From an optimization exercise on the open Yosys and OpenROAD flow, aimed at small area, a short achievable clock period and few clock cycles per item; shortcuts taken in it are not production practice. The RTL was checked by simulation tests, not by an equivalence proof against the original design. Power and IR drop assume default switching activity.

==> flow/design.v <==
`default_nettype none
package sparcPkg;
    typedef logic [31:0] instWord_t;                   
    typedef logic [31:0] dataWord_t;                   
    typedef logic [3:0]  aluOp_t;                      
    typedef logic [1:0]  memSize_t;                    
    typedef logic [2:0]  creditCnt_t;                  
    localparam aluOp_t AluAdd   = 4'b0000;
    localparam aluOp_t AluAddx  = 4'b0001;             
    localparam aluOp_t AluSub   = 4'b0010;
    localparam aluOp_t AluSubx  = 4'b0011;             
    localparam aluOp_t AluAnd   = 4'b0100;
    localparam aluOp_t AluOr    = 4'b0101;
    localparam aluOp_t AluXor   = 4'b0110;
    localparam aluOp_t AluXnor  = 4'b0111;
    localparam aluOp_t AluAndn  = 4'b1000;
    localparam aluOp_t AluOrn   = 4'b1001;
    localparam aluOp_t AluSll   = 4'b1010;
    localparam aluOp_t AluSrl   = 4'b1011;
    localparam aluOp_t AluSra   = 4'b1100;
    localparam aluOp_t AluPassB = 4'b1110;             
    localparam logic [1:0] OpArith  = 2'b10;
    localparam logic [1:0] OpMem    = 2'b11;
    localparam logic [2:0] OpSethi2 = 3'b100;          
    localparam memSize_t SizeByte = 2'd0;
    localparam memSize_t SizeHalf = 2'd1;
    localparam memSize_t SizeWord = 2'd2;
    localparam int         QueueDepth = 2;             
    localparam creditCnt_t OutCredits = 3'd4;          
    typedef struct packed {
        logic n;
        logic z;
        logic v;
        logic c;
    } iccFlags_t;
    typedef struct packed {
        logic     isMem;
        logic     isStore;
        memSize_t size;
        logic     signExt;                             
    } memCtrl_t;
    typedef struct packed {
        instWord_t inst;
        dataWord_t operandA;
        dataWord_t operandB;
    } issueSlot_t;
    typedef struct packed {
        aluOp_t    aluOp;
        logic      setsCc;
        memCtrl_t  memCtrl;
        dataWord_t operandA;
        dataWord_t operandB;
    } decodedInst_t;
    typedef struct packed {
        dataWord_t data;
        iccFlags_t icc;                                
        memCtrl_t  memCtrl;
    } result_t;
endpackage
`default_nettype wire
`timescale 1ns/1ps
`default_nettype none
module sparcAlu (
    input  wire logic [31:0] p,
    input  wire logic [31:0] g,
    input  wire logic        arith,
    input  wire logic        sub,
    input  wire logic        useCarry,
    input  wire logic        shift,
    input  wire logic        sll,
    input  wire logic        sra,
    input  wire logic        carryIn,
    output logic [31:0]      y,
    output logic [3:0]       flags             
);
    logic        cin;
    logic [31:0] gp [0:5];                     
    logic [31:0] pp [0:5];                     
    logic        cout;
    logic [31:0] sum;
    logic [31:0] sOut;
    logic [31:0] sRes;
    logic        z;
    logic        v;
    logic        c;
    assign cin = sub ^ (useCarry && carryIn);
    always_comb begin
        gp[0] = {g[31:1], g[0] | (p[0] & cin)};
        pp[0] = p;
        for (int l = 0; l < 5; l++) begin
            for (int i = 0; i < 32; i++) begin
                if (i >= (1 << l)) begin
                    gp[l+1][i] = gp[l][i] | (pp[l][i] & gp[l][i - (1 << l)]);
                    pp[l+1][i] = pp[l][i] & pp[l][i - (1 << l)];
                end else begin
                    gp[l+1][i] = gp[l][i];
                    pp[l+1][i] = pp[l][i];
                end
            end
        end
    end
    assign cout = gp[5][31];
    assign sum  = p ^ {gp[5][30:0], cin};
    assign z = ((p ^ {(p[30:0] | g[30:0]), cin}) == 32'd0);
    assign sOut = 32'({{32{sra && p[31]}}, p} >> g[4:0]);
    always_comb begin
        for (int i = 0; i < 32; i++) sRes[i] = sll ? sOut[31 - i] : sOut[i];
    end
    assign y = shift ? sRes : sum;
    assign v = arith && !p[31] && (g[31] != sum[31]);
    assign c = arith && (cout ^ sub);          
    assign flags = {sum[31], z, v, c};
endmodule
`default_nettype wire
`timescale 1ns/1ps
`default_nettype none
module instQueue (
    input  wire logic        Clk,
    input  wire logic        rstN,
    input  wire logic        instValid,
    input  wire logic [31:0] instIn,
    input  wire logic [31:0] operandA,
    input  wire logic [31:0] operandB,
    input  wire logic        take,         
    output logic             slotValid,
    output logic [31:0]      p,
    output logic [31:0]      g,
    output logic             arith,
    output logic             sub,
    output logic             useCarry,
    output logic             setsCc,
    output logic             shift,
    output logic             sll,
    output logic             sra,
    output logic [4:0]       memCtrl
);
    logic        dArith, dLogic, dShift, dPassB, dInvB, dUseCarry, dSetsCc;
    logic [1:0]  dSel;
    logic [4:0]  dMem;
    logic [31:0] aM;
    logic [31:0] bx;
    logic [31:0] pa;
    logic [31:0] ga;
    logic [31:0] aRev;
    logic        selP;
    logic        selG;
    logic        keepG;
    logic [31:0] pIn;
    logic [31:0] gIn;
    decodeStage u_decode (
        .inst(instIn), .arith(dArith), .logicOp(dLogic), .shift(dShift), .passB(dPassB),
        .invB(dInvB), .useCarry(dUseCarry), .sel(dSel), .setsCc(dSetsCc), .memCtrl(dMem)
    );
    assign aM = dPassB ? '0 : operandA;
    assign bx = (dShift ? '0 : operandB) ^ {32{dInvB}};
    assign pa = aM ^ bx;
    assign ga = aM & bx;
    always_comb begin
        for (int i = 0; i < 32; i++) aRev[i] = operandA[31 - i];
    end
    assign selP   = !dLogic || dSel[1];               
    assign selG   = dLogic && dSel[0] && !dSel[1] || dLogic && (dSel == 2'b10);
    assign keepG  = !dLogic && !dShift;
    assign pIn    = (dShift && dSel == 2'b01) ? aRev : ((pa & {32{selP}}) | (ga & {32{selG}}));
    assign gIn    = {ga[31:5] & {27{keepG}}, dShift ? operandB[4:0] : (ga[4:0] & {5{keepG}})};
    always_ff @(posedge Clk) begin
        if (instValid) begin
            p        <= pIn;
            g        <= gIn;
            arith    <= dArith;
            sub      <= dArith && dInvB;
            useCarry <= dUseCarry;
            setsCc   <= dSetsCc;
            shift    <= dShift;
            sll      <= dShift && (dSel == 2'b01);
            sra      <= dShift && (dSel == 2'b11);
            memCtrl  <= dMem;
        end
    end
    always_ff @(posedge Clk or negedge rstN) begin
        if (!rstN) begin
            slotValid <= 1'b0;
        end else if (instValid || take) begin
            slotValid <= instValid;
        end
    end
endmodule
`default_nettype wire
`timescale 1ns/1ps
`default_nettype none
module decodeStage (
    input  wire logic [31:0] inst,
    output logic             arith,        
    output logic             logicOp,      
    output logic             shift,        
    output logic             passB,        
    output logic             invB,         
    output logic             useCarry,     
    output logic [1:0]       sel,          
    output logic             setsCc,
    output logic [4:0]       memCtrl
);
    logic [1:0] op;
    logic [5:0] op3;
    logic       grp;
    assign op  = inst[31:30];
    assign op3 = inst[24:19];
    assign grp      = (op == 2'b10) && !op3[5] && (!op3[3] || (op3[1:0] == 2'b00));
    assign sel      = op3[1:0];
    assign arith    = grp && (op3[1:0] == 2'b00);
    assign logicOp  = grp && (op3[1:0] != 2'b00);
    assign invB     = grp && op3[2];
    assign useCarry = grp && op3[3];
    assign setsCc   = grp && op3[4];
    assign shift    = (op == 2'b10) && (op3[5:2] == 4'b1001) && (op3[1:0] != 2'b00);
    assign passB    = (op == 2'b00) && (inst[24:22] == 3'b100);
    always_comb begin
        memCtrl = 5'b00000;
        if (op == 2'b11) begin
            case (op3)
                6'b001001: memCtrl = 5'b10001;  
                6'b001010: memCtrl = 5'b10011;  
                6'b000000: memCtrl = 5'b10100;  
                6'b000001: memCtrl = 5'b10000;  
                6'b000010: memCtrl = 5'b10010;  
                6'b000011: memCtrl = 5'b10100;  
                6'b001101: memCtrl = 5'b10000;  
                6'b001111: memCtrl = 5'b10100;  
                6'b000101: memCtrl = 5'b11000;  
                6'b000110: memCtrl = 5'b11010;  
                6'b000100: memCtrl = 5'b11100;  
                6'b000111: memCtrl = 5'b11100;  
                default:   memCtrl = 5'b00000;
            endcase
        end
    end
endmodule
`default_nettype wire
`timescale 1ns/1ps
`default_nettype none
module executeStage (
    input  wire logic        Clk,
    input  wire logic        rstN,
    input  wire logic        take,
    input  wire logic [31:0] p,
    input  wire logic [31:0] g,
    input  wire logic        arith,
    input  wire logic        sub,
    input  wire logic        useCarry,
    input  wire logic        setsCc,
    input  wire logic        shift,
    input  wire logic        sll,
    input  wire logic        sra,
    input  wire logic [4:0]  memCtrl,
    output logic [40:0]      resOut
);
    logic [31:0] y;
    logic [3:0]  flags;
    logic [3:0]  iccReg;
    logic [3:0]  iccNext;
    sparcAlu u_alu (
        .p, .g, .arith, .sub, .useCarry, .shift, .sll, .sra,
        .carryIn(iccReg[0]), .y, .flags
    );
    assign iccNext = setsCc ? flags : iccReg;
    always_ff @(posedge Clk or negedge rstN) begin
        if (!rstN) begin
            iccReg <= 4'd0;
        end else if (take) begin
            iccReg <= iccNext;
        end
    end
    always_ff @(posedge Clk) begin
        if (take) resOut <= {y, iccNext, memCtrl};
    end
endmodule
`default_nettype wire
`timescale 1ns/1ps
`default_nettype none
module sparcPipe (
    input  wire logic                Clk,
    input  wire logic                rstN,
    input  wire logic                instValid,
    input  wire sparcPkg::instWord_t instIn,
    input  wire sparcPkg::dataWord_t operandA,
    input  wire sparcPkg::dataWord_t operandB,
    input  wire logic                resCredit,
    output logic                     instCredit,
    output logic                     resValid,
    output sparcPkg::result_t        resOut
);
    logic                 slotValid;
    logic [31:0]          p, g;
    logic                 arith, sub, useCarry, setsCc, shift, sll, sra;
    logic [4:0]           memCtrl;
    logic                 resFull;
    logic                 take;
    sparcPkg::creditCnt_t creditCnt;    
    logic [2:0]           ahead;        
    logic [1:0]           owed;         
    logic                 resFullNext;
    sparcPkg::creditCnt_t creditNext;
    logic [2:0]           aheadNext;
    logic [1:0]           owedNext;
    instQueue u_queue (
        .Clk, .rstN, .instValid, .instIn, .operandA, .operandB, .take,
        .slotValid, .p, .g, .arith, .sub, .useCarry, .setsCc, .shift, .sll, .sra, .memCtrl
    );
    executeStage u_execute (
        .Clk, .rstN, .take, .p, .g, .arith, .sub, .useCarry, .setsCc, .shift, .sll, .sra,
        .memCtrl, .resOut
    );
    assign take        = slotValid && (!resFull || resValid);
    assign resFullNext = take || (resFull && !resValid);
    assign creditNext  = creditCnt - sparcPkg::creditCnt_t'(resValid)
                         + sparcPkg::creditCnt_t'(resCredit);
    assign aheadNext   = ahead + 3'(instCredit) - 3'(resValid);
    assign owedNext    = owed + 2'(instValid) - 2'(instCredit);
    always_ff @(posedge Clk or negedge rstN) begin
        if (!rstN) begin
            resFull    <= 1'b0;
            creditCnt  <= sparcPkg::OutCredits;
            ahead      <= 3'd0;
            owed       <= 2'd0;
            resValid   <= 1'b0;
            instCredit <= 1'b0;
        end else begin
            resFull    <= resFullNext;
            creditCnt  <= creditNext;
            ahead      <= aheadNext;
            owed       <= owedNext;
            resValid   <= resFullNext && (creditNext != '0);
            instCredit <= (owedNext != 2'd0) && ({1'b0, aheadNext} < {1'b0, creditNext});
        end
    end
endmodule
`default_nettype wire
==> flow/flow/run.sh <==
#!/bin/bash
# The standard layout (standard.sh) with two changes:
#  - synthesis skips Yosys's extract_fa step and maps the logic with ABC script
#    flow/abc_map.script (through flow/synth_abc.tcl, which wraps synth_recipe.tcl; the
#    registers are mapped before ABC, as in the standard flow);
#  - the port buffers are buf_2 cells instead of the default choice. Every port is still
#    buffered.
# The make output goes to standard_flow.log; each ORFS step keeps its own log under orfs/logs/.
set -euo pipefail
export FLOW_WORK_DIR="$PWD"
export FLOW_ABC_SCRIPT="$PWD/flow/abc_map.script"
export BUFFER_PORTS_ARGS="-buffer_cell sky130_fd_sc_hd__buf_2"
sed "s#SYNTH_SCRIPT=[^ ]*#SYNTH_SCRIPT=$PWD/flow/synth_abc.tcl#" standard.sh > flow_standard.sh
grep -q "SYNTH_SCRIPT=$PWD/flow/synth_abc.tcl" flow_standard.sh
bash flow_standard.sh > standard_flow.log 2>&1
==> flow/flow/abc_map.script <==
strash
&get -n
&st
&syn2
&dch -f
&nf -p -R 0
&put
buffer -c
topo
stime -c
upsize -c
dnsize -c
==> flow/flow/synth_abc.tcl <==
# The standard flow's synthesis script (synth_recipe.tcl, read from the work folder) with two changes:
#  - Yosys's extract_fa step is skipped, so no half- or full-adder cells are extracted and ABC
#    maps all the logic itself;
#  - ABC maps the logic with flow/abc_map.script instead of ORFS's abc_speed or abc_area script.
# Flip-flops are mapped before ABC runs, so the registers are those of the standard synthesis.
proc extract_fa {args} {
  puts "extract_fa skipped by flow/synth_abc.tcl"
}
proc abc {args} {
  set i [lsearch -exact $args -script]
  if {$i >= 0} {
    lset args [expr {$i + 1}] $::env(FLOW_ABC_SCRIPT)
  }
  yosys abc {*}$args
}
source $::env(FLOW_WORK_DIR)/synth_recipe.tcl
==> flow/standard.sh <==
#!/bin/bash
# synth_recipe.tcl (not shown) runs the flow's synth.tcl, then flattens the netlist and writes it again
# the make line also repeats each setting of config.mk as NAME=value (left out here)
make -C /OpenROAD-flow-scripts/flow DESIGN_CONFIG=/design/flow/config.mk WORK_HOME=/design/flow/orfs CLKGATE_MAP_FILE= SYNTH_SCRIPT=/design/flow/synth_recipe.tcl "${@:-finish}"
==> flow/config.mk <==
export PLATFORM = sky130hd
export DESIGN_NAME = sparcPipe
export DESIGN_NICKNAME = sparcPipe
export VERILOG_FILES = /design/flow/design.v
export SDC_FILE = /design/flow/constraint.sdc
export NUM_CORES = 4
export LEC_CHECK = 0
export ABC_AREA = 1
export CAP_MARGIN = 20
export CORE_MARGIN = 2
export CORE_UTILIZATION = 45
export CTS_BUF_LIST = sky130_fd_sc_hd__clkbuf_4 sky130_fd_sc_hd__clkbuf_8 sky130_fd_sc_hd__clkbuf_16
export SETUP_SLACK_MARGIN = 2.7
export SLEW_MARGIN = 20
export TNS_END_PERCENT = 5
==> flow/constraint.sdc <==
create_clock -name core_clock -period 5.5 [get_ports {Clk}]
set_input_delay 1.1000 -clock core_clock [delete_from_list [all_inputs] [get_ports {Clk}]]
set_output_delay 1.1000 -clock core_clock [all_outputs]
set_load 0.01 [all_outputs]
==> summary.txt, run 1 <==
Final layout
  • # diodes: 0
  • Area Overhead vs Synth: 16.2%
  • Nets: 1426
  • Final Cell Area: 12200 µm²
  • Fraction of layout cells with a size suffix above 1: 23.8%
  • Final std cells w/o fill: 1652

Outcome
  • Status: timing/DRC/antenna clean

Critical path
  • Crit-path cells: a21bo_4, a21oi_4, o211ai_4, o21ai_4, a31oi_2, o31a_1, o211ai_1, and2_1, nor3_1, o32ai_1
  • CP Capture Type: flip-flop
  • Setup crit start kind: flip-flop
  • CP required: 5720 ps
  • R2R depth: 10
  • FF-to-FF End: u_execute.resOut[34]
  • Crit path arrival time: 3050 ps
  • Crit Path Max Fanout: 4
  • R2r startpoint: u_execute.iccReg[0]
  • Flop-to-flop setup slack: 2670 ps
  • Crit path max-delay family: compound AO/OA/AOI/OAI gates
  • Slowest Stage Delay on Critical Path: 470 ps
  • Sum of buffers and inverters on the critical path: 0
  • WS Path Type: flip-flop to flip-flop
  • Worst path slowest cell: dfrtp_2

Worst hold path
  • Worst min-delay path class: flip-flop to flip-flop
  • Hold Crit Endpoint: u_execute.resOut[2]
  • Min-delay src: u_queue.memCtrl[2]
  • Hold Path Stages: 0

Route
  • WL per Instance: 19.5 µm
  • Initial detailed-routing violation count: 665
  • Final WL: 32200 µm
  • Router iterations before antenna repair: 5
  • Vias: 9482
  • DRC Markers: 0
  • Final ANT Viol Nets: 0
  • Via-to-Cell Ratio: 5.74

Placement
  • Routability cong.: 0.961
  • I/O Buffers: 118
  • Placed Instances: 1605
  • Pre-CTS setup slack: 1940 ps
  • DPL Wire Length: 23500 µm
  • Dpl cell area: 11400 µm²

Yosys
  • Seq/Total Area, Yosys: 37.2%
  • Most instantiated cells after synthesis: 193 x nor2_1, 153 x nand2_1, 139 x a21oi_1, 139 x o21ai_0, 117 x edfxtp_1
  • Synth warn: 7
  • Mapped Avg Cell Area: 8.37 µm²
  • EDFF count, synth: 117
  • Post-Syn Nets: 1359
  • Share of flip-flops with an asynchronous set or reset: 12.0%
  • Simple-Gate Fraction of Synth Area: 17.3%
  • Yosys cell types: 69
  • Post-synthesis adder-cell area fraction: 0.190%
  • Synth Area in XOR/XNOR: 7.48%
  • Cell taking the most area after synthesis: edfxtp_1
  • Synth Register Bits: 133
  • Synth top area share: 33.4%
  • Post-synthesis instance total: 1259
  • Combinational family with the most area after synthesis: compound AO/OA/AOI/OAI gates
  • Proportion of synthesized area in mux cells: 7.65%
  • Most used DFF post-synth: edfxtp_1
  • Synth area leaders: edfxtp_1 33%, nor2_1 6.9%, a21oi_1 6.6%
  • Synth Area in Compound Gates: 23.8%
  • Count leader, synth: nor2_1
  • Synthesized cell area: 10500 µm²

Timing
  • Upper clock frequency limit: 0.353 GHz
  • RSZ-0062 raised after global routing: yes
  • Hold Vio Cnt, Final: 0
  • Worst Tran Pin Value: 759 ps
  • TNS Setup: 0 ps
  • Min Tclk post-route: 2830 ps
  • Slew headroom: 49.4%
  • Worst Skew: 12.0 ps
  • Post-route setup slack: 2670 ps
  • Crit share post-route: 51.4%
  • Final-report setup violation count: 0
  • Max Slew Vio Count: 0

Power
  • Switch share: 36.8%
  • Net Sw Power: 1470 µW
  • P_int: 2520 µW
  • Sequential Power Share: 39.7%
  • Power share of the clock group: 25.9%
  • PD cells: 326 nW/µm²
  • LEAKAGE: 0.00485 µW
  • Worst VDD drop: 0.179 mV
  • Combinational fraction of design power: 34.4%

Run
  • Max-cap viol count: 0

Clock network
  • Clk sinks: 133
  • CTS root buf: clkbuf_16
  • Clk slew on worst S/H paths: 60 ps
  • CTS Hold Bufs: 0
  • Longest Clk Path Bufs: 2
  • H-tree depth: 4
  • Later-pin clock latency in the skew report: 430 ps
  • TritonCTS clock tree: built
  • Num CTS Buffers: 17

Global route
  • GR Overflow Total: 0
  • Vias in the first global route: 8314
  • First-pass GRT wire length: 48900 µm
  • Initial antenna violation count: 0
  • GRT Overall Usage: 26.0%
  • Pin count of the biggest net entering global routing: 59

Floorplanning
  • Starting density of the core: 46.2%
  • Chip height: 157 µm
  • Rows: 55
  • DIE WIDTH: 157 µm
  • Core area: 22800 µm²
  • IO Count: 143
  • Die area: 24600 µm²
==> sequential cells by signal, indices dropped and copies added (netlist names) <==
signal / cells
creditCnt: 3
u_queue.sra: 1
u_queue.sll: 1
u_queue.useCarry: 1
u_queue.sub: 1
resFull: 1
u_queue.arith: 1
u_execute.iccReg: 4
u_queue.g: 32
u_queue.setsCc: 1
u_execute.resOut: 41
resValid: 1
owed: 2
ahead: 3
u_queue.shift: 1
u_queue.p: 32
instCredit: 1
u_queue.memCtrl: 5
u_queue.slotValid: 1
==> layer usage <==
layer  track usage [%]  part of all wire (%)
met1              38.5                    47
met2              39.3                    45
met3              3.11                   5.3
met4              9.17                   2.7
met5                 0                     0
==> cells in the final DEF, fill, tap and decap left out, types with 14 or more instances in the layout <==
master / count
a211oi_1: 32
a21oi_1: 132
buf_2: 117
buf_4: 24
clkbuf_16: 18
dfrtp_1: 14
edfxtp_1: 117
mux2_2: 30
mux2i_1: 40
nand2_1: 127
nand2_2: 26
nor2_1: 192
o211ai_1: 20
o21a_1: 16
o21ai_0: 101
o21ai_1: 33
xnor2_1: 34
xnor2_2: 28
xor2_1: 27
==> cell families after synthesis <==
kind of cell             count (synthesis)
AND/OR/NAND/NOR                        429
AO/OA/AOI/OAI                          416
flip-flops                             133
buffers and inverters                  116
XOR/XNOR                                90
adder cells (fa/ha/maj)                  2
multiplexers                            73
==> worst reg2reg max path, stage by stage (launching register included) <==
cell	delay, ps
dfrtp_2	470
a21bo_4	250
a21oi_4	210
o211ai_4	130
o21ai_4	210
a31oi_2	200
o31a_1	330
o211ai_1	300
and2_1	200
nor3_1	50
o32ai_1	290
==> through the flow <==
stage / util (%) / total power, µW / hold slack (ps)
after floorplan: - / 2500 / 400
after global placement: 49.8 / 2910 / 402
after detailed placement: 49.8 / 2920 / 407
after CTS: 52.7 / 3970 / 419
after global routing: 53.7 / 4230 / 429
final: 53.7 / 3990 / 418
==> worst max-delay path by stage <==
stage	startpoint	slack [ps]	end	depth (start not counted)
6_report	u_execute.iccReg[0]	2670	u_execute.resOut[34]	10
5_1_grt	u_queue.g[0]	2570	u_execute.resOut[40]	11
4_1_cts	u_execute.iccReg[0]	2540	u_execute.resOut[37]	10
3_5_place_dp	instIn[30]	1940	u_queue.p[9]	8
3_3_place_gp	instIn[30]	1590	u_queue.p[16]	8
2_1_floorplan	instIn[22]	2660	u_queue.p[6]	11
==> power by group through the flow <==
stage | logic, µW | clock network (µW) | registers, µW
3_3_place_gp | 1310 | 0 | 1600
3_5_place_dp | 1310 | 0 | 1600
6_report | 1370 | 1030 | 1590
2_1_floorplan | 932 | 0 | 1560
5_1_grt | 1520 | 1100 | 1610
4_1_cts | 1340 | 1050 | 1580
==> timing repair <==
action | in CTS | in global routing
setup buffers | 4 | 8
gates cloned | 1 | 2
pin swaps | 2 | 12
setup endpoints to repair | 79 | 98
resized for setup | 18 | 33
==> area by class of cell <==
class	count	area, µm²
sequential	133	3920
tap	313	392
clock buffer	17	425
multi-input combinational	1012	6480
timing repair buffer	147	863
inverter	15	62.6
fill	2143	10500
clock inverter	15	100
Testbench counts, summed over its fixed seeds: cycles 3,216, items 3,200.
==> inputs of run 2 (changes only) <==
--- a/flow/config.mk
+++ b/flow/config.mk
@@ -9,7 +9,6 @@
 export CAP_MARGIN = 20
 export CORE_MARGIN = 2
 export CORE_UTILIZATION = 45
-export CTS_BUF_LIST = sky130_fd_sc_hd__clkbuf_4 sky130_fd_sc_hd__clkbuf_8 sky130_fd_sc_hd__clkbuf_16
 export SETUP_SLACK_MARGIN = 2.7
 export SLEW_MARGIN = 20
 export TNS_END_PERCENT = 5
==> run 2 against run 1 <==
  * Sequential power barely moved
  * Clock power barely moved
  * Maximum frequency did not move
  * Utilization did not move
  * Clock-buffer cell count did not move
  * Design area did not move
  * Critical path depth did not move
  * Sequential share of layout area did not move
  * Critical endpoint unchanged
==> summary.txt, run 2 <==
Route
  • Routed metal-1 wire length: 15100 µm
  • Final ANT Viol Nets: 0
  • Met2 wire len: 14500 µm
  • WL per Instance: 19.5 µm
  • Router iterations before antenna repair: 5
  • Final WL: 32200 µm
  • Max layer used: met4
  • Vias: 9482
  • Initial detailed-routing violation count: 665
  • DRC Markers: 0
  • Via-to-Cell Ratio: 5.74
  • Metal3 WL: 1700 µm

Yosys
  • Post-synthesis instance total: 1259
  • Seq/Total Area, Yosys: 37.2%
  • Synth area leaders: edfxtp_1 33%, nor2_1 6.9%, a21oi_1 6.6%
  • Count leader, synth: nor2_1
  • Post-Syn Nets: 1359
  • Most instantiated cells after synthesis: 193 x nor2_1, 153 x nand2_1, 139 x a21oi_1, 139 x o21ai_0, 117 x edfxtp_1
  • Synth Register Bits: 133
  • Yosys cell types: 69
  • Most used DFF post-synth: edfxtp_1
  • Mapped Avg Cell Area: 8.37 µm²
  • Synth warn: 7
  • Synthesized cell area: 10500 µm²
  • EDFF count, synth: 117
  • Share of flip-flops with an asynchronous set or reset: 12.0%
  • Cell taking the most area after synthesis: edfxtp_1
  • Synth top area share: 33.4%

Timing
  • Worst Tran Pin Value: 759 ps
  • Slew headroom: 49.4%
  • Min Tclk post-route: 2830 ps
  • TNS Setup: 0 ps
  • Max Slew Vio Count: 0
  • Hold Vio Cnt, Final: 0
  • Crit share post-route: 51.4%
  • Upper clock frequency limit: 0.353 GHz
  • Worst Skew: 12.0 ps
  • RSZ-0062 raised after global routing: yes
  • Final-report setup violation count: 0

Final layout
  • Area Overhead vs Synth: 16.2%
  • Fin util: 53.7%
  • # diodes: 0
  • Most common cell after layout, fill and taps aside: nor2_1
  • Fraction of layout cells with a size suffix above 1: 23.8%
  • Highest-count cells in the layout ignoring fill and taps: 192 x nor2_1, 132 x a21oi_1, 127 x nand2_1
  • Max reg flops: 41
  • Top Registers: u_execute.resOut: 41 flops, u_queue.g: 32 flops, u_queue.p: 32 flops
  • Nets: 1426
  • Final std cells w/o fill: 1652
  • Most flop-heavy register: u_execute.resOut

Global route
  • Vias in the first global route: 8314
  • Pin count of the biggest net entering global routing: 59
  • GR Overflow Total: 0
  • Initial antenna violation count: 0
  • GRT Overall Usage: 26.0%
  • First-pass GRT wire length: 48900 µm

Clock network
  • TritonCTS clock tree: built
  • Later-pin clock latency in the skew report: 430 ps
  • H-tree depth: 4
  • Num CTS Buffers: 17
  • CTS root buf: clkbuf_16
  • Clk sinks: 133
  • Clk slew on worst S/H paths: 60 ps
  • CTS Hold Bufs: 0
  • Longest Clk Path Bufs: 2

Floorplanning
  • IO Count: 143
  • Die area: 24600 µm²
  • Starting density of the core: 46.2%
  • Chip height: 157 µm
  • Rows: 55
  • Core area: 22800 µm²
  • DIE WIDTH: 157 µm

Outcome
  • Status: timing/DRC/antenna clean

Critical path
  • Crit Path Max Fanout: 4
  • WS Path Type: flip-flop to flip-flop
  • Setup crit start kind: flip-flop
  • Crit path arrival time: 3050 ps
  • CP required: 5720 ps
  • CP Capture Type: flip-flop

Power
  • LEAKAGE: 0.00485 µW
  • Final Total Pwr: 3990 µW
  • PD cells: 326 nW/µm²
  • Worst VDD drop: 0.179 mV

Run
  • Max-cap viol count: 0

Placement
  • Routability cong.: 0.961
  • I/O Buffers: 118
  • DPL Wire Length: 23500 µm
  • Placed Instances: 1605

Worst hold path
  • Worst min-delay path class: flip-flop to flip-flop
run 2: cell counts in the layout (fill, tap and decap cells not counted):
Identical to the previous run, type by type.
run 2: kinds of logic (layout without fill, tap and decap cells):
| logic type | Yosys count | after routing | synth area share (%) |
|---|---|---|---|
| compound gates | 416 | 416 | 23.8 |
| fa+ha+maj | 2 | 2 | 0.190 |
| mux | 73 | 73 | 7.65 |
| flops | 133 | 133 | 37.2 |
| simple gates | 429 | 431 | 17.3 |
| buf+inv | 116 | 194 | 6.43 |
| xor+xnor | 90 | 90 | 7.48 |
run 2: repair_timing:
item	4_1_cts	5_1_grt
gates cloned	1	2
gates resized for setup	18	33
pin swaps	2	12
buffers inserted	4	8
endpoints found under the setup margin	79	98
run 2: layout make-up:
cell class / count / area [µm²]
Clock buffer: 17 / 425
Clock inverter: 15 / 100
Fill cell: 2143 / 10500
Inverter: 15 / 62.6
Multi-Input combinational cell: 1012 / 6480
Sequential cell: 133 / 3920
Tap cell: 313 / 392
Timing Repair Buffer: 147 / 863
run 2: metal layers:
metal  up-vias  GRT usage, %
met5         -             0
met4         0          9.17
met3        45          3.11
met2       341          39.3
met1      4424          38.5
li1       4672             -
run 2: worst paths after layout:
kind                                     startpoint              endpoint  slack (ps)  depth (start not counted)
worst min-delay path             u_queue.memCtrl[2]   u_execute.resOut[2]         420                          0
max in group asynchronous                      rstN          creditCnt[2]        4630                          1
worst max register to register  u_execute.iccReg[0]  u_execute.resOut[34]        2670                         10
worst min register to register   u_queue.memCtrl[2]   u_execute.resOut[2]         420                          0
worst max-delay path            u_execute.iccReg[0]  u_execute.resOut[34]        2670                         10
min in group asynchronous                      rstN              ahead[1]         570                          1
run 2: per-stage QoR:
step | worst slack, ps | cell area [µm²] | hold WS [ps]
2_1_floorplan | 2660 | 11000 | 400
3_3_place_gp | 1590 | 11300 | 402
3_5_place_dp | 1940 | 11400 | 407
4_1_cts | 2540 | 12000 | 419
5_1_grt | 2570 | 12200 | 429
6_report | 2670 | 12200 | 418
run 2: worst max-delay path: stages (launching register included):
cell      delay, ps
dfrtp_2         470
a21bo_4         250
a21oi_4         210
o211ai_4        130
o21ai_4         210
a31oi_2         200
o31a_1          320
o211ai_1        300
and2_1          190
nor3_1           50
o32ai_1         290
run 2: report_power, final:
part           switching [µW]  internal [µW]
Combinational             820            550
Sequential                192           1390
Clock                     456            577
==> inputs of run 3 (changes only) <==
--- a/flow/config.mk
+++ b/flow/config.mk
@@ -8,7 +8,7 @@
 export ABC_AREA = 1
 export CAP_MARGIN = 20
 export CORE_MARGIN = 2
-export CORE_UTILIZATION = 45
+export CORE_UTILIZATION = 50
 export SETUP_SLACK_MARGIN = 2.7
 export SLEW_MARGIN = 20
 export TNS_END_PERCENT = 5
==> run 3 against run 2 <==
  * Still clean
  * Synthesized cell count did not move
  * Global-route usage up 2.5 points
  * Maximum frequency decreased by 0.94%
  * Worst setup slack lost 27 ps
  * Combinational power about the same
  * Via count down 0.32%
  * Design area down 0.25%
  * Synthesized area is the same
  * Cell count down 2.2%
  * Critical endpoint is now u_queue.g[0]
  * Largest power group unchanged
  * Highest routed layer unchanged
==> summary.txt, run 3 <==
Outcome
  • Status: timing/DRC/antenna clean

Route
  • Final WL: 31600 µm
  • WL per Instance: 19.5 µm
  • Final ANT Viol Nets: 0
  • Vias: 9452
  • DRC Markers: 0
  • Via-to-Cell Ratio: 5.85
  • Initial detailed-routing violation count: 762
  • Router iterations before antenna repair: 5

Power
  • PD cells: 331 nW/µm²
  • LEAKAGE: 0.00486 µW
  • Worst VDD drop: 0.192 mV
  • Final Total Pwr: 4040 µW

Yosys
  • Seq/Total Area, Yosys: 37.2%
  • Synthesized cell area: 10500 µm²
  • EDFF count, synth: 117
  • Share of flip-flops with an asynchronous set or reset: 12.0%
  • Synth Register Bits: 133
  • Most used DFF post-synth: edfxtp_1
  • Synth warn: 7
  • Synth area leaders: edfxtp_1 33%, nor2_1 6.9%, a21oi_1 6.6%
  • Mapped Avg Cell Area: 8.37 µm²
  • Post-Syn Nets: 1359
  • Most instantiated cells after synthesis: 193 x nor2_1, 153 x nand2_1, 139 x a21oi_1, 139 x o21ai_0, 117 x edfxtp_1
  • Synth top area share: 33.4%
  • Cell taking the most area after synthesis: edfxtp_1
  • Yosys cell types: 69
  • Count leader, synth: nor2_1
  • Post-synthesis instance total: 1259

Global route
  • Routing usage on met1: 42.8%
  • Busiest grt layer: met2
  • GR Overflow Total: 0
  • M3 GR Usage: 3.15%
  • Pin count of the biggest net entering global routing: 58
  • GRT Overall Usage: 28.6%
  • Vias in the first global route: 8447
  • Met2 Use GR: 43.3%
  • First-pass GRT wire length: 48700 µm
  • Initial antenna violation count: 0

Floorplanning
  • IO Count: 143
  • Chip height: 149 µm
  • Rows: 53
  • Die area: 22200 µm²
  • Core area: 20800 µm²
  • Starting density of the core: 50.6%
  • DIE WIDTH: 149 µm

Critical path
  • Setup crit start kind: input pin
  • Sum of buffers and inverters on the critical path: 3
  • Crit Path Max Fanout: 34
  • Slowest Stage Delay on Critical Path: 680 ps
  • CP required: 5670 ps
  • WS Path Type: input pin to flip-flop
  • Crit path arrival time: 3020 ps
  • CP Capture Type: flip-flop
  • Crit-path cells: buf_2, nand2b_1, or4_2, buf_8, and3_1, buf_4, a32o_1
  • Worst path slowest cell: or4_2
  • Crit path max-delay family: simple AND/OR/NAND/NOR gates

Final layout
  • Nets: 1428
  • Final std cells w/o fill: 1616
  • Top Registers: u_execute.resOut: 41 flops, u_queue.g: 32 flops, u_queue.p: 32 flops
  • # diodes: 0
  • Highest-count cells in the layout ignoring fill and taps: 192 x nor2_1, 136 x a21oi_1, 128 x nand2_1
  • Reg area: 3920 µm²
  • Most common cell after layout, fill and taps aside: nor2_1
  • Fin util: 58.6%
  • Area Overhead vs Synth: 15.9%
  • Most flop-heavy register: u_execute.resOut
  • Area of the multi-input gates: 6450 µm²
  • # fillers: 1882
  • Max reg flops: 41
  • Final Cell Area: 12200 µm²
  • Fraction of layout cells with a size suffix above 1: 23.4%

Clock network
  • Clk slew on worst S/H paths: 60 ps
  • Longest Clk Path Bufs: 2
  • H-tree depth: 4
  • Later-pin clock latency in the skew report: 430 ps
  • CTS root buf: clkbuf_16
  • Clk sinks: 133
  • Num CTS Buffers: 17
  • TritonCTS clock tree: built

Timing
  • Slew headroom: 52.2%
  • Crit share post-route: 51.9%
  • Worst Skew: 7.00 ps
  • Hold Vio Cnt, Final: 0
  • Min Tclk post-route: 2860 ps
  • Worst Tran Pin Value: 716 ps
  • Max Slew Vio Count: 0
  • Final-report setup violation count: 0
  • Upper clock frequency limit: 0.350 GHz
  • RSZ-0062 raised after global routing: yes
  • TNS Setup: 0 ps

Placement
  • Routability cong.: 0.954
  • Dpl cell area: 11300 µm²
  • Placed Instances: 1567
  • I/O Buffers: 118
  • DPL Wire Length: 23200 µm

Run
  • Max-cap viol count: 0

Worst hold path
  • Worst min-delay path class: flip-flop to flip-flop
-- run 3: cell counts after synthesis --
Identical to the previous run, type by type.
-- run 3: path summary, 6_finish.rpt --
path,start,end,slack (ps),depth (start not counted)
worst max-delay path,instIn[30],u_queue.g[0],2640,7
worst min-delay path,u_queue.memCtrl[1],u_execute.resOut[1],420,0
worst max register to register,u_queue.p[27],u_execute.iccReg[2],2650,8
worst min register to register,u_queue.memCtrl[1],u_execute.resOut[1],420,0
max in group asynchronous,rstN,creditCnt[2],4620,1
min in group asynchronous,rstN,ahead[2],580,1
-- run 3: area by class of cell --
type,count,share of cell area (%)
clock inverters,12,0.707
inverters,15,0.512
clock buffers,20,3.93
well taps,275,2.82
multi-input cells,1012,52.8
flip-flops and latches,133,32.1
repair buffers,149,7.11
-- run 3: kinds of logic after synthesis --
group | Yosys count | synth area share [%]
fa+ha+maj | 2 | 0.190
flops | 133 | 37.2
xor+xnor | 90 | 7.48
mux | 73 | 7.65
buf+inv | 116 | 6.43
compound gates | 416 | 23.8
simple gates | 429 | 17.3
-- run 3: timing repair --
action                                  4_1_cts  5_1_grt
cloned                                        2        0
buffers inserted                              4       11
endpoints found under the setup margin      105       62
pin swaps                                     1        8
resized for setup                            18       21
hold buffers                                  0        0
-- run 3: worst reg2reg max path, stage by stage (launching register included) --
cell,delay [ps]
edfxtp_1,640
nor2_1,230
nand2_1,80
a22o_1,250
a221o_1,300
a2111oi_0,540
nand4_1,230
nor4_4,330
a22o_1,210
-- run 3: power by group --
group / leakage [µW] / internal [µW] / switching (µW)
Sequential: 0.00133 / 1390 / 189
Clock: 0.000289 / 636 / 455
Combinational: 0.00325 / 551 / 819
Total: 0.00486 / 2580 / 1460
-- run 3: per-layer routing --
layer  up-vias  wire length [µm]
li1       4677                 -
met1      4394             15000
met2       335             14100
met3        46              1700
met4         0               841
met5         -                 0
-- run 3: through the flow --
| stage | setup slack (ps) | hold WS, ps |
|---|---|---|
| after floorplan | 2660 | 400 |
| after global placement | 1640 | 401 |
| after detailed placement | 1600 | 406 |
| after CTS | 2500 | 419 |
| after global routing | 2560 | 426 |
| final | 2640 | 415 |
==> inputs of run 4 (changes only) <==
--- a/flow/config.mk
+++ b/flow/config.mk
@@ -8,7 +8,8 @@
 export ABC_AREA = 1
 export CAP_MARGIN = 20
 export CORE_MARGIN = 2
-export CORE_UTILIZATION = 50
-export SETUP_SLACK_MARGIN = 2.7
+export CORE_UTILIZATION = 45
+export CTS_BUF_LIST = sky130_fd_sc_hd__clkbuf_8
+export SETUP_SLACK_MARGIN = 2.8
 export SLEW_MARGIN = 20
 export TNS_END_PERCENT = 5
==> run 4 against run 3 <==
  * Sequential power about the same
  * Sequential share of layout area increased by 0.19 points
  * Power decreased by 8.0%
  * Critical path type is now flip-flop to flip-flop
  * Still clean on timing, DRC and antenna
  * Global-route usage decreased by 2.4 points
==> summary.txt, run 4 <==
Placement
  • Placed Instances: 1605
  • I/O Buffers: 118
  • DPL Wire Length: 23500 µm
  • Dpl cell area: 11400 µm²
  • Routability cong.: 0.961

Clock network
  • Later-pin clock latency in the skew report: 470 ps
  • Longest Clk Path Bufs: 2
  • TritonCTS clock tree: built
  • Clk sinks: 133
  • CTS root buf: clkbuf_8
  • Num CTS Buffers: 17
  • Clk slew on worst S/H paths: 90 ps
  • H-tree depth: 4

Timing
  • Upper clock frequency limit: 0.349 GHz
  • Worst Tran Pin Value: 747 ps
  • Worst Skew: 14.9 ps
  • Slew headroom: 50.2%
  • Min Tclk post-route: 2870 ps
  • RSZ-0062 raised after global routing: yes
  • Max Slew Vio Count: 0
  • Crit share post-route: 52.1%
  • TNS Setup: 0 ps
  • Final-report setup violation count: 0
  • Hold Vio Cnt, Final: 0

Route
  • Final WL: 32200 µm
  • DRC Markers: 0
  • Vias: 9502
  • WL per Instance: 19.4 µm
  • Router iterations before antenna repair: 5
  • Initial detailed-routing violation count: 711
  • Final ANT Viol Nets: 0
  • Via-to-Cell Ratio: 5.73

Yosys
  • EDFF count, synth: 117
  • Synth area leaders: edfxtp_1 33%, nor2_1 6.9%, a21oi_1 6.6%
  • Synthesized cell area: 10500 µm²
  • Mapped Avg Cell Area: 8.37 µm²
  • Synth top area share: 33.4%
  • Post-synthesis instance total: 1259
  • Synth Register Bits: 133
  • Seq/Total Area, Yosys: 37.2%
  • Most instantiated cells after synthesis: 193 x nor2_1, 153 x nand2_1, 139 x a21oi_1, 139 x o21ai_0, 117 x edfxtp_1
  • Most used DFF post-synth: edfxtp_1
  • Share of flip-flops with an asynchronous set or reset: 12.0%
  • Cell taking the most area after synthesis: edfxtp_1
  • Yosys cell types: 69
  • Count leader, synth: nor2_1
  • Post-Syn Nets: 1359
  • Synth warn: 7

Final layout
  • Highest-count cells in the layout ignoring fill and taps: 191 x nor2_1, 133 x a21oi_1, 127 x nand2_1
  • Fraction of layout cells with a size suffix above 1: 24.6%
  • Most common cell after layout, fill and taps aside: nor2_1
  • Reg area: 3920 µm²
  • Final std cells w/o fill: 1659
  • Top Registers: u_execute.resOut: 41 flops, u_queue.g: 32 flops, u_queue.p: 32 flops
  • Final Cell Area: 12100 µm²
  • Fin util: 53.3%
  • Most flop-heavy register: u_execute.resOut
  • # fillers: 2164
  • Area of the multi-input gates: 6500 µm²
  • Max reg flops: 41
  • # diodes: 0
  • Nets: 1433
  • Area Overhead vs Synth: 15.2%

Global route
  • Pin count of the biggest net entering global routing: 59
  • First-pass GRT wire length: 49200 µm
  • Initial antenna violation count: 0
  • GRT Overall Usage: 26.2%
  • GR Overflow Total: 0
  • Vias in the first global route: 8409

Floorplanning
  • DIE WIDTH: 157 µm
  • Rows: 55
  • Chip height: 157 µm
  • Starting density of the core: 46.2%
  • IO Count: 143
  • Die area: 24600 µm²
  • Core area: 22800 µm²

Outcome
  • Status: timing/DRC/antenna clean

Power
  • Combinational fraction of design power: 37.7%
  • LEAKAGE: 0.00476 µW
  • Power share of the clock group: 19.7%
  • Sequential Power Share: 42.6%
  • PD cells: 306 nW/µm²
  • Switch share: 38.9%
  • Final Total Pwr: 3720 µW
  • Net Sw Power: 1450 µW
  • Worst VDD drop: 0.110 mV
  • P_int: 2270 µW

Critical path
  • Crit-path most repeated cell: a21oi_1
  • Sum of buffers and inverters on the critical path: 0
  • R2r startpoint: u_queue.p[9]
  • Slowest Stage Delay on Critical Path: 600 ps
  • Crit. path cell count: 9
  • CP Capture Type: flip-flop
  • CP required: 5710 ps
  • FF-to-FF End: u_execute.resOut[35]
  • Setup crit end: u_execute.resOut[35]
  • Crit-path cells: a21oi_1, o21ai_0, a21oi_1, nand2_2, a21oi_4, o21bai_1, a221oi_2, xor2_2, o22ai_1
  • Crit path arrival time: 3080 ps
  • Beginning of the critical path: u_queue.p[9]
  • WS Path Type: flip-flop to flip-flop
  • Flop-to-flop setup slack: 2630 ps
  • Crit Path Max Fanout: 9
  • Worst path slowest cell: edfxtp_1
  • Setup crit start kind: flip-flop
  • Crit path max-delay family: compound AO/OA/AOI/OAI gates
  • R2R depth: 9

Worst hold path
  • Worst min-delay path class: flip-flop to flip-flop

Run
  • Max-cap viol count: 0
run 4: cell counts after synthesis:
No cell type changed its count.
run 4: logic make-up (layout without fill, tap and decap cells):
group	Yosys count	in the layout	share of synthesized area, %
muxes	73	73	7.65
xor gates and xnor gates	90	90	7.48
adders and majority gates	2	2	0.190
and+or+nand+nor	429	430	17.3
DFF	133	133	37.2
AOI/OAI and AO/OA	416	416	23.8
buffers and inverters	116	202	6.43
run 4: power by group through the flow:
stage                     combinational [µW]  sequential, µW  clock, µW
after floorplan                          932            1560          0
after global placement                  1310            1600          0
after detailed placement                1310            1600          0
after CTS                               1360            1580        752
after global routing                    1550            1610        794
final                                   1400            1580        732
run 4: area by class of cell:
class	count	area share, %
Tap cell	313	3.23
Clock buffer	17	1.93
Clock inverter	15	0.825
Inverter	15	0.546
Sequential cell	133	32.3
Multi-Input combinational cell	1011	53.5
Timing Repair Buffer	154	7.62
Timing Repair inverter	1	0.0619
run 4: how the worst min path moves through the flow:
stage / from / endpoint / slack (ps) / cells after the start
after global routing: u_queue.memCtrl[0] / u_execute.resOut[0] / 430 / 0
after floorplan: u_queue.memCtrl[0] / u_execute.resOut[0] / 400 / 0
after CTS: u_queue.memCtrl[2] / u_execute.resOut[2] / 420 / 0
final: u_queue.memCtrl[2] / u_execute.resOut[2] / 420 / 0
after global placement: u_queue.memCtrl[3] / u_execute.resOut[3] / 400 / 0
after detailed placement: u_queue.memCtrl[4] / u_execute.resOut[4] / 410 / 0
run 4: repair_timing:
action                                  4_1_cts  5_1_grt
pin swaps                                    10        6
setup buffers                                11        8
hold buffers                                  0        0
endpoints found under the setup margin      105       98
resized for setup                            37       19
cloned                                        1        2
run 4: worst register-to-register path, cell delays in order (launching register included):
cell and delay [ps]:
edfxtp_1 600, a21oi_1 360, o21ai_0 130, a21oi_1 160, nand2_2 130, a21oi_4 220, o21bai_1 180, a221oi_2 410
xor2_2 290, o22ai_1 130
run 4: per-layer routing:
metal	GRT usage, %	part of all wire (%)	wire length, µm
met5	0	0	0
met1	38.6	47	15100
met2	39.8	45	14400
met4	8.13	2.5	805
met3	3.63	5.7	1840
run 4: stage by stage:
step                worst slack, ps  hold slack (ps)
detailed placement             1940              407
CTS                            2690              421
global route                   2550              434
global placement               1590              402
finish                         2630              418
floorplan                      2660              400
==> inputs of run 5 (changes only) <==
--- a/flow/config.mk
+++ b/flow/config.mk
@@ -10,6 +10,6 @@
 export CORE_MARGIN = 2
 export CORE_UTILIZATION = 45
 export CTS_BUF_LIST = sky130_fd_sc_hd__clkbuf_8
-export SETUP_SLACK_MARGIN = 2.8
+export SETUP_SLACK_MARGIN = 2.7
 export SLEW_MARGIN = 20
 export TNS_END_PERCENT = 5
==> run 5 against run 4 <==
  * Critical path depth is 1 higher
  * Highest routed layer unchanged
  * Register-to-register slack better by 20 ps
  * Combinational power is essentially flat
  * Design area fell by 0.86%
  * Clock skew down 0.70 ps
  * Via count shrank 0.17%
  * Sequential share of layout area is 0.28 points higher
  * Power is 0.95% lower
  * Cell count fell by 0.54%
==> summary.txt, run 5 <==
Power
  • PD cells: 306 nW/µm²
  • Switch share: 38.8%
  • Power share of the clock group: 19.9%
  • Combinational fraction of design power: 37.2%
  • LEAKAGE: 0.00474 µW
  • Net Sw Power: 1430 µW
  • Sequential Power Share: 43.0%
  • Final Total Pwr: 3680 µW
  • P_int: 2250 µW
  • Worst VDD drop: 0.110 mV

Worst hold path
  • Worst min-delay path class: flip-flop to flip-flop
  • Min-delay src: u_queue.memCtrl[1]
  • Hold Crit Endpoint: u_execute.resOut[1]
  • Hold Path Stages: 0

Route
  • DRC Markers: 0
  • Router iterations before antenna repair: 6
  • Final ANT Viol Nets: 0
  • Final WL: 32300 µm
  • Vias: 9486
  • Initial detailed-routing violation count: 707
  • WL per Instance: 19.6 µm
  • Via-to-Cell Ratio: 5.75

Final layout
  • Area of the multi-input gates: 6480 µm²
  • Fraction of layout cells with a size suffix above 1: 23.8%
  • Most flop-heavy register: u_execute.resOut
  • Max reg flops: 41
  • Nets: 1424
  • Area Overhead vs Synth: 14.2%
  • Top Registers: u_execute.resOut: 41 flops, u_queue.g: 32 flops, u_queue.p: 32 flops
  • # fillers: 2167
  • Most common cell after layout, fill and taps aside: nor2_1
  • Final Cell Area: 12000 µm²
  • Highest-count cells in the layout ignoring fill and taps: 191 x nor2_1, 132 x a21oi_1, 127 x nand2_1
  • Reg area: 3920 µm²
  • # diodes: 0

Placement
  • Routability cong.: 0.961
  • DPL Wire Length: 23500 µm
  • Dpl cell area: 11400 µm²
  • I/O Buffers: 118

Timing
  • Worst Tran Pin Value: 750 ps
  • Upper clock frequency limit: 0.352 GHz
  • Final-report setup violation count: 0
  • RSZ-0062 raised after global routing: yes
  • TNS Setup: 0 ps
  • Crit share post-route: 51.7%
  • Max Slew Vio Count: 0
  • Min Tclk post-route: 2840 ps
  • Hold Vio Cnt, Final: 0
  • Slew headroom: 50.0%
  • Worst Skew: 14.2 ps

Critical path
  • R2r startpoint: u_execute.iccReg[0]
  • WS Path Type: flip-flop to flip-flop
  • Crit path arrival time: 3090 ps
  • CP Capture Type: flip-flop
  • Crit Path Max Fanout: 4
  • Flop-to-flop setup slack: 2660 ps
  • FF-to-FF End: u_execute.resOut[34]
  • Setup crit start kind: flip-flop
  • CP required: 5750 ps
  • Beginning of the critical path: u_execute.iccReg[0]
  • R2R depth: 10

Global route
  • First-pass GRT wire length: 49000 µm
  • Pin count of the biggest net entering global routing: 59
  • GRT Overall Usage: 26.1%
  • GR Overflow Total: 0
  • Initial antenna violation count: 0
  • Vias in the first global route: 8357

Clock network
  • Later-pin clock latency in the skew report: 460 ps
  • H-tree depth: 4
  • TritonCTS clock tree: built
  • Clk sinks: 133
  • CTS root buf: clkbuf_8
  • Longest Clk Path Bufs: 2
  • Num CTS Buffers: 17
  • Clk slew on worst S/H paths: 90 ps

Outcome
  • Status: timing/DRC/antenna clean

Yosys
  • Synthesized cell area: 10500 µm²
  • Most used DFF post-synth: edfxtp_1
  • Most instantiated cells after synthesis: 193 x nor2_1, 153 x nand2_1, 139 x a21oi_1, 139 x o21ai_0, 117 x edfxtp_1
  • Count leader, synth: nor2_1
  • Synth top area share: 33.4%
  • Synth area leaders: edfxtp_1 33%, nor2_1 6.9%, a21oi_1 6.6%
  • Post-synthesis instance total: 1259
  • Mapped Avg Cell Area: 8.37 µm²
  • Synth warn: 7
  • EDFF count, synth: 117
  • Seq/Total Area, Yosys: 37.2%
  • Post-Syn Nets: 1359
  • Yosys cell types: 69
  • Cell taking the most area after synthesis: edfxtp_1
  • Share of flip-flops with an asynchronous set or reset: 12.0%
  • Synth Register Bits: 133

Floorplanning
  • Rows: 55
  • DIE WIDTH: 157 µm
  • IO Count: 143
  • Core area: 22800 µm²
  • Chip height: 157 µm
  • Starting density of the core: 46.2%
  • Die area: 24600 µm²

Run
  • Max-cap viol count: 0
run 5: cell counts after synthesis:
No cell type changed its count.
run 5: final cells by class:
cell class / count / area share [%]
Inverter: 15 / 0.520
Clock buffer: 17 / 1.94
Sequential cell: 133 / 32.5
Clock inverter: 15 / 0.832
Multi-Input combinational cell: 1012 / 53.8
Timing Repair Buffer: 145 / 7.08
Tap cell: 313 / 3.25
run 5: worst max path at each step:
stage / end / slack [ps]
finish: u_execute.resOut[34] / 2660
floorplan: u_queue.p[6] / 2660
global route: u_execute.resOut[6] / 2570
detailed placement: u_queue.p[9] / 1940
CTS: u_queue.p[6] / 2530
global placement: u_queue.p[16] / 1590
run 5: critical path, stage by stage, from the launching register on:
cell,delay (ps)
dfrtp_2,480
a21bo_4,250
a21oi_4,210
o211ai_4,130
o21ai_4,200
a31oi_2,190
o31a_1,320
o211ai_1,300
and2_1,200
nor3_1,50
o32ai_1,300
run 5: what timing repair did:
item,CTS,global route
hold buffers,0,0
buffers inserted,7,3
resized for setup,18,36
gates cloned,1,2
pin swaps,2,13
setup endpoints to repair,78,96
run 5: metal layers:
| metal | track usage, % | vias to the layer above | wire length (µm) |
|---|---|---|---|
| met5 | 0 | - | 0 |
| met4 | 8.39 | 0 | 799 |
| met3 | 3.77 | 38 | 1800 |
| met2 | 39.4 | 340 | 14500 |
| met1 | 38.5 | 4446 | 15200 |
| li1 | - | 4662 | - |
run 5: power groups by stage:
| stage | Sequential [µW] | Combinational (µW) | Clock [µW] |
|---|---|---|---|
| after global routing | 1610 | 1520 | 792 |
| after global placement | 1600 | 1310 | 0 |
| final | 1580 | 1370 | 732 |
| after floorplan | 1560 | 932 | 0 |
| after CTS | 1580 | 1340 | 752 |
| after detailed placement | 1600 | 1310 | 0 |
run 5: cells by family after synthesis:
group | synth area share (%)
multiplexers | 7.65
AO/OA/AOI/OAI | 23.8
adder cells (fa/ha/maj) | 0.190
XOR/XNOR | 7.48
buffers and inverters | 6.43
AND/OR/NAND/NOR | 17.3
flip-flops | 37.2
run 5: through the flow:
stage          instances  hold WS [ps]  util [%]  worst slack, ps
2_1_floorplan       1259           400         -             2660
3_3_place_gp        1605           402      49.8             1590
3_5_place_dp        1605           407      49.8             1940
4_1_cts             1645           421      52.0             2530
5_1_grt             1650           434      52.8             2570
6_report            1650           422      52.8             2660
==> inputs of run 6 (changes only) <==
==> flow/flow/run.sh (replaced) <==
#!/bin/bash
# The standard layout (standard.sh) with two changes:
#  - synthesis skips Yosys's extract_fa step and maps the logic with ABC script
#    flow/abc_map.script (through flow/synth_abc.tcl, which wraps synth_recipe.tcl; the
#    registers are mapped before ABC, as in the standard flow);
#  - the port buffers are buf_1 cells instead of the default choice. Every port is still
#    buffered.
# The make output goes to standard_flow.log; each ORFS step keeps its own log under orfs/logs/.
set -euo pipefail
export FLOW_WORK_DIR="$PWD"
export FLOW_ABC_SCRIPT="$PWD/flow/abc_map.script"
export BUFFER_PORTS_ARGS="-buffer_cell sky130_fd_sc_hd__buf_1"
sed "s#SYNTH_SCRIPT=[^ ]*#SYNTH_SCRIPT=$PWD/flow/synth_abc.tcl#" standard.sh > flow_standard.sh
grep -q "SYNTH_SCRIPT=$PWD/flow/synth_abc.tcl" flow_standard.sh
bash flow_standard.sh > standard_flow.log 2>&1
--- a/flow/config.mk
+++ b/flow/config.mk
@@ -9,7 +9,6 @@
 export CAP_MARGIN = 20
 export CORE_MARGIN = 2
 export CORE_UTILIZATION = 45
-export CTS_BUF_LIST = sky130_fd_sc_hd__clkbuf_8
 export SETUP_SLACK_MARGIN = 2.7
 export SLEW_MARGIN = 20
 export TNS_END_PERCENT = 5
==> run 6 against run 5 <==
  * Routed wire length up 0.65%
  * Critical path depth unchanged
  * Combinational power is essentially flat
  * Worst setup slack got worse by 14 ps
  * Critical endpoint is now u_execute.resOut[37]
  * Utilization up 0.48 points
  * Register-to-register slack about the same
  * Sequential power barely moved
  * Highest routed layer unchanged
  * Power grew 9.8%
  * Sequential share of layout area is 0.29 points lower
  * Clock skew fell by 2.2 ps
==> summary.txt, run 6 <==
Global route
  • Routing usage on met1: 38.9%
  • GRT Overall Usage: 26.3%
  • M3 GR Usage: 2.89%
  • Vias in the first global route: 8374
  • Initial antenna violation count: 0
  • Busiest grt layer: met2
  • GR Overflow Total: 0
  • Pin count of the biggest net entering global routing: 57
  • Met2 Use GR: 41.0%
  • First-pass GRT wire length: 49500 µm

Critical path
  • Setup crit start kind: flip-flop
  • Beginning of the critical path: u_execute.iccReg[0]
  • Flop-to-flop setup slack: 2640 ps
  • Crit path arrival time: 3000 ps
  • Crit Path Max Fanout: 4
  • WS Path Type: flip-flop to flip-flop
  • CP Capture Type: flip-flop
  • R2r startpoint: u_execute.iccReg[0]
  • CP required: 5650 ps

Worst hold path
  • Min-delay src: u_queue.memCtrl[2]
  • Worst min-delay path class: flip-flop to flip-flop

Timing
  • Worst Tran Pin Value: 844 ps
  • TNS Setup: 0 ps
  • Hold Slack: 414 ps
  • Final-report setup violation count: 0
  • Crit share post-route: 51.9%
  • Slew headroom: 43.7%
  • Upper clock frequency limit: 0.350 GHz
  • RSZ-0062 raised after global routing: yes
  • Max Slew Vio Count: 0
  • Worst Skew: 12.0 ps
  • Min Tclk post-route: 2860 ps
  • Hold Vio Cnt, Final: 0

Floorplanning
  • Rows: 55
  • Die area: 24600 µm²
  • Chip height: 157 µm
  • Starting density of the core: 46.2%
  • IO Count: 143
  • DIE WIDTH: 157 µm
  • Core area: 22800 µm²

Yosys
  • Yosys cell types: 69
  • Synth top area share: 33.4%
  • EDFF count, synth: 117
  • Most used DFF post-synth: edfxtp_1
  • Synthesized cell area: 10500 µm²
  • Mapped Avg Cell Area: 8.37 µm²
  • Seq/Total Area, Yosys: 37.2%
  • Post-Syn Nets: 1359
  • Most instantiated cells after synthesis: 193 x nor2_1, 153 x nand2_1, 139 x a21oi_1, 139 x o21ai_0, 117 x edfxtp_1
  • Count leader, synth: nor2_1
  • Synth warn: 7
  • Share of flip-flops with an asynchronous set or reset: 12.0%
  • Cell taking the most area after synthesis: edfxtp_1
  • Synth Register Bits: 133
  • Synth area leaders: edfxtp_1 33%, nor2_1 6.9%, a21oi_1 6.6%
  • Post-synthesis instance total: 1259

Power
  • PD cells: 333 nW/µm²
  • LEAKAGE: 0.00456 µW
  • Worst VDD drop: 0.173 mV

Final layout
  • Nets: 1425
  • Area Overhead vs Synth: 15.3%
  • # diodes: 0
  • Max reg flops: 41
  • # fillers: 2152
  • Fraction of layout cells with a size suffix above 1: 15.1%
  • Most common cell after layout, fill and taps aside: nor2_1
  • Most flop-heavy register: u_execute.resOut
  • Highest-count cells in the layout ignoring fill and taps: 192 x nor2_1, 133 x a21oi_1, 128 x nand2_1
  • Top Registers: u_execute.resOut: 41 flops, u_queue.g: 32 flops, u_queue.p: 32 flops

Placement
  • Routability cong.: 0.934
  • I/O Buffers: 118
  • DPL Wire Length: 23300 µm

Route
  • DRC Markers: 0
  • WL per Instance: 19.7 µm
  • Vias: 9460
  • Final WL: 32500 µm
  • Initial detailed-routing violation count: 804
  • Router iterations before antenna repair: 6
  • Via-to-Cell Ratio: 5.73
  • Final ANT Viol Nets: 0

Clock network
  • Num CTS Buffers: 17
  • TritonCTS clock tree: built
  • Later-pin clock latency in the skew report: 420 ps
  • CTS root buf: clkbuf_16
  • Longest Clk Path Bufs: 2
  • Clk slew on worst S/H paths: 60 ps
  • H-tree depth: 4
  • Clk sinks: 133

Run
  • Max-cap viol count: 0

Outcome
  • Status: timing/DRC/antenna clean
-- run 6: area by class of cell --
class	count	area, µm²	share of cell area (%)
clock inverters	12	86.3	0.711
repair buffers	147	736	6.06
multi-input cells	1011	6450	53.1
well taps	313	392	3.23
flip-flops and latches	133	3920	32.3
inverters	15	62.6	0.515
clock buffers	20	500	4.12
-- run 6: layer usage --
metal	up-vias	wire length, µm
met2	361	14800
met1	4401	15300
met4	0	534
met3	31	1860
met5	-	0
li1	4667	-
-- run 6: cells by family (layout without fill, tap and decap cells) --
group,after synthesis,count (layout),synth area share [%]
xor+xnor,90,90,7.48
flops,133,133,37.2
buf+inv,116,194,6.43
compound gates,416,416,23.8
simple gates,429,430,17.3
mux,73,73,7.65
fa+ha+maj,2,2,0.190
-- run 6: stage by stage --
step                setup WS [ps]  area (µm²)  std cells  total power [µW]  utilization, %
floorplan                    2660       11000       1259              2500               -
global placement             1540       11200       1604              2870            49.1
detailed placement           1870       11200       1604              2890            49.2
CTS                          2570       12000       1642              4040            52.5
global route                 2500       12100       1651              4260            53.3
finish                       2640       12100       1651              4040            53.3
-- run 6: path summary, 6_finish.rpt --
kind	cells past startpoint	to
worst min-delay path	0	u_execute.resOut[2]
worst max register to register	10	u_execute.resOut[37]
min in group asynchronous	1	creditCnt[1]
max in group asynchronous	1	u_execute.iccReg[0]
worst min register to register	0	u_execute.resOut[2]
worst max-delay path	10	u_execute.resOut[37]
-- run 6: critical path, stage by stage (launching register included) --
cell,delay (ps)
dfrtp_2,460
a21bo_4,250
a21oi_4,200
o21a_2,210
o21ai_0,130
a211oi_2,300
a211oi_2,140
o31ai_2,330
a311oi_2,210
xor2_2,240
o22ai_1,120
-- run 6: power by group --
group / leakage (µW) / internal, µW / switching (µW)
Sequential: 0.00133 / 1390 / 190
Combinational: 0.00293 / 511 / 829
Clock: 0.000298 / 662 / 459
Total: 0.00456 / 2570 / 1480
-- run 6: what timing repair did --
action / CTS / global route
pin swaps: 4 / 3
gates resized for setup: 27 / 20
setup endpoints to repair: 105 / 96
gates cloned: 1 / 1
hold buffers: 0 / 0
buffers inserted: 5 / 7
==> inputs of run 7 (changes only) <==
--- a/flow/config.mk
+++ b/flow/config.mk
@@ -9,6 +9,7 @@
 export CAP_MARGIN = 20
 export CORE_MARGIN = 2
 export CORE_UTILIZATION = 45
+export CTS_BUF_LIST = sky130_fd_sc_hd__clkbuf_8
 export SETUP_SLACK_MARGIN = 2.7
 export SLEW_MARGIN = 20
 export TNS_END_PERCENT = 5
==> run 7 against run 6 <==
  * Largest power group unchanged
  * Critical endpoint unchanged
  * Routed wire length decreased by 0.41%
  * Utilization fell by 0.56 points
  * Via count rose by 0.13%
  * Power is 6.2% lower
  * Still clean
  * Hold slack worse by 1.5 ps
  * Clock-buffer cell count fell by 3
  * Synthesized cell count did not move
  * Largest cell class unchanged
  * Synthesized area is the same
  * Sequential power is essentially flat
  * Flip-flop and latch count unchanged
  * Critical path type unchanged
  * Sequential share of layout area increased by 0.34 points
  * Cell count grew 0.12%
==> summary.txt, run 7 <==
Critical path
  • R2r startpoint: u_execute.iccReg[0]
  • Crit-path most repeated cell: a211oi_2
  • Crit Path Max Fanout: 4
  • WS Path Type: flip-flop to flip-flop
  • FF-to-FF End: u_execute.resOut[37]
  • CP required: 5680 ps
  • CP Capture Type: flip-flop
  • Slowest Stage Delay on Critical Path: 480 ps
  • Worst path slowest cell: dfrtp_2
  • Flop-to-flop setup slack: 2640 ps
  • R2R depth: 10
  • Crit-path cells: a21bo_4, a21oi_4, o21a_4, o21ai_1, a211oi_2, a211oi_2, o31ai_2, a311oi_2, xor2_2, o22ai_1
  • Crit path arrival time: 3040 ps
  • Setup crit start kind: flip-flop

Final layout
  • Most common cell after layout, fill and taps aside: nor2_1
  • Max reg flops: 41
  • Highest-count cells in the layout ignoring fill and taps: 192 x nor2_1, 133 x a21oi_1, 127 x nand2_1
  • Area of the multi-input gates: 6480 µm²
  • Area Overhead vs Synth: 14.1%
  • Fraction of layout cells with a size suffix above 1: 15.3%
  • Fin util: 52.7%
  • Final Cell Area: 12000 µm²
  • Reg area: 3920 µm²
  • Nets: 1427
  • Most flop-heavy register: u_execute.resOut
  • # fillers: 2176
  • Top Registers: u_execute.resOut: 41 flops, u_queue.g: 32 flops, u_queue.p: 32 flops
  • # diodes: 0

Clock network
  • TritonCTS clock tree: built
  • Clk slew on worst S/H paths: 80 ps
  • H-tree depth: 4
  • CTS root buf: clkbuf_8
  • Longest Clk Path Bufs: 2
  • Num CTS Buffers: 17
  • Clk sinks: 133
  • Later-pin clock latency in the skew report: 450 ps
  • CTS Hold Bufs: 0

Timing
  • Min Tclk post-route: 2860 ps
  • Final-report setup violation count: 0
  • Upper clock frequency limit: 0.350 GHz
  • Post-route setup slack: 2640 ps
  • TNS Setup: 0 ps
  • Crit share post-route: 52.0%
  • Worst Tran Pin Value: 845 ps
  • Max Slew Vio Count: 0
  • Slew headroom: 43.6%
  • Hold Vio Cnt, Final: 0
  • RSZ-0062 raised after global routing: yes
  • Worst Skew: 10.7 ps

Yosys
  • Synthesized cell area: 10500 µm²
  • Synth Register Bits: 133
  • EDFF count, synth: 117
  • Share of flip-flops with an asynchronous set or reset: 12.0%
  • Yosys cell types: 69
  • Seq/Total Area, Yosys: 37.2%
  • Post-synthesis instance total: 1259
  • Mapped Avg Cell Area: 8.37 µm²
  • Most used DFF post-synth: edfxtp_1
  • Post-Syn Nets: 1359
  • Count leader, synth: nor2_1
  • Most instantiated cells after synthesis: 193 x nor2_1, 153 x nand2_1, 139 x a21oi_1, 139 x o21ai_0, 117 x edfxtp_1
  • Synth top area share: 33.4%
  • Cell taking the most area after synthesis: edfxtp_1
  • Synth area leaders: edfxtp_1 33%, nor2_1 6.9%, a21oi_1 6.6%
  • Synth warn: 7

Global route
  • M3 GR Usage: 3.63%
  • Routing usage on met1: 38.6%
  • First-pass GRT wire length: 49200 µm
  • Initial antenna violation count: 0
  • Met2 Use GR: 39.3%
  • GRT Overall Usage: 26.2%
  • Vias in the first global route: 8406
  • Busiest grt layer: met2
  • GR Overflow Total: 0
  • Pin count of the biggest net entering global routing: 57

Power
  • Worst VDD drop: 0.122 mV
  • LEAKAGE: 0.00449 µW
  • Final Total Pwr: 3790 µW
  • PD cells: 316 nW/µm²

Worst hold path
  • Hold Crit Endpoint: u_execute.resOut[2]
  • Min-delay src: u_queue.memCtrl[2]
  • Worst min-delay path class: flip-flop to flip-flop
  • Hold Path Stages: 0

Floorplanning
  • Core area: 22800 µm²
  • IO Count: 143
  • Chip height: 157 µm
  • Rows: 55
  • Die area: 24600 µm²
  • DIE WIDTH: 157 µm
  • Starting density of the core: 46.2%

Route
  • Via-to-Cell Ratio: 5.73
  • Initial detailed-routing violation count: 752
  • Final ANT Viol Nets: 0
  • WL per Instance: 19.6 µm
  • Vias: 9472
  • Router iterations before antenna repair: 6
  • DRC Markers: 0
  • Final WL: 32400 µm

Placement
  • DPL Wire Length: 23300 µm
  • Pre-CTS setup slack: 1870 ps
  • I/O Buffers: 118
  • Routability cong.: 0.934
  • Dpl cell area: 11200 µm²

Run
  • Max-cap viol count: 0

Outcome
  • Status: timing/DRC/antenna clean
run 7: metrics by stage:
stage	std cells	hold WS (ps)
2_1_floorplan	1259	400
5_1_grt	1653	429
6_report	1653	412
4_1_cts	1642	417
3_5_place_dp	1604	405
3_3_place_gp	1604	402
run 7: worst max-delay path by stage:
stage / depth (start not counted) / end / startpoint
2_1_floorplan: 11 / u_queue.p[6] / instIn[22]
3_3_place_gp: 8 / u_queue.p[12] / instIn[21]
3_5_place_dp: 8 / u_queue.p[19] / instIn[21]
4_1_cts: 8 / u_execute.iccReg[2] / u_queue.p[29]
5_1_grt: 10 / u_execute.resOut[6] / u_queue.sub
6_report: 10 / u_execute.resOut[37] / u_execute.iccReg[0]
run 7: repair_timing:
action                     in CTS  in global routing
cloned                          1                  1
gates resized for setup        26                 28
setup endpoints to repair      96                 96
pin swaps                       4                  9
buffers inserted                5                  9
run 7: logic make-up after synthesis:
group,synth area share (%)
mux,7.65
xor+xnor,7.48
simple gates,17.3
compound gates,23.8
fa+ha+maj,0.190
buf+inv,6.43
flops,37.2
run 7: per-layer routing:
layer,vias to the layer above,wire (µm)
met4,0,1000
met3,43,2050
met2,385,14300
met5,-,0
met1,4378,15000
li1,4666,-
run 7: cell type report:
class	count	share of cell area (%)
Clock buffer	17	1.95
Clock inverter	15	1.47
Inverter	15	0.521
Timing Repair Buffer	149	6.30
Tap cell	313	3.26
Sequential cell	133	32.6
Multi-Input combinational cell	1011	53.9
run 7: power breakdown:
| part | internal [µW] | switching (µW) | leakage [µW] |
|---|---|---|---|
| Sequential | 1390 | 190 | 0.00133 |
| Clock | 452 | 414 | 0.000216 |
| Combinational | 517 | 830 | 0.00295 |
| Total | 2360 | 1430 | 0.00449 |
run 7: worst max-delay path: cells and delay by family, from the launching register on:
| family | cells | cell delay, ps |
|---|---|---|
| AOI/OAI and AO/OA | 9 | 1880 |
| DFF | 1 | 480 |
| xor gates and xnor gates | 1 | 250 |

[re-timing with driven ports]
Ports are ideal in the flow. The routed layouts listed here were re-timed in OpenROAD. Step 1 assumes that a clkbuf_16 drives the clock port and a buf_2 every other input. Step 2 also shifts input and output timing later by t, the mid clock arrival at the registers, as if the neighbouring blocks saw the same clock. Slacks: ideal / step 1 / step 2; pairs: ideal / step 1.
run | shift t [ns] | setup WS [ns] | pins driven straight from the clock port
run 1 | 0.465 | 2.670 / 2.670 / 2.278 | 1
run 2 | 0.465 | 2.670 / 2.670 / 2.278 | 1
run 3 | 0.470 | 2.644 / 2.647 / 2.200 | 1
run 4 | 0.493 | 2.635 / 2.635 / 2.196 | 1
run 5 | 0.489 | 2.658 / 2.658 / 2.335 | 1
run 6 | 0.460 | 2.644 / 2.644 / 2.248 | 1
run 7 | 0.477 | 2.641 / 2.641 / 2.251 | 1
After both steps setup and hold are still met in every run listed. The setup slack of run 3, which loses most, moves by +0.003 ns with the drivers and by -0.444 ns with both steps.
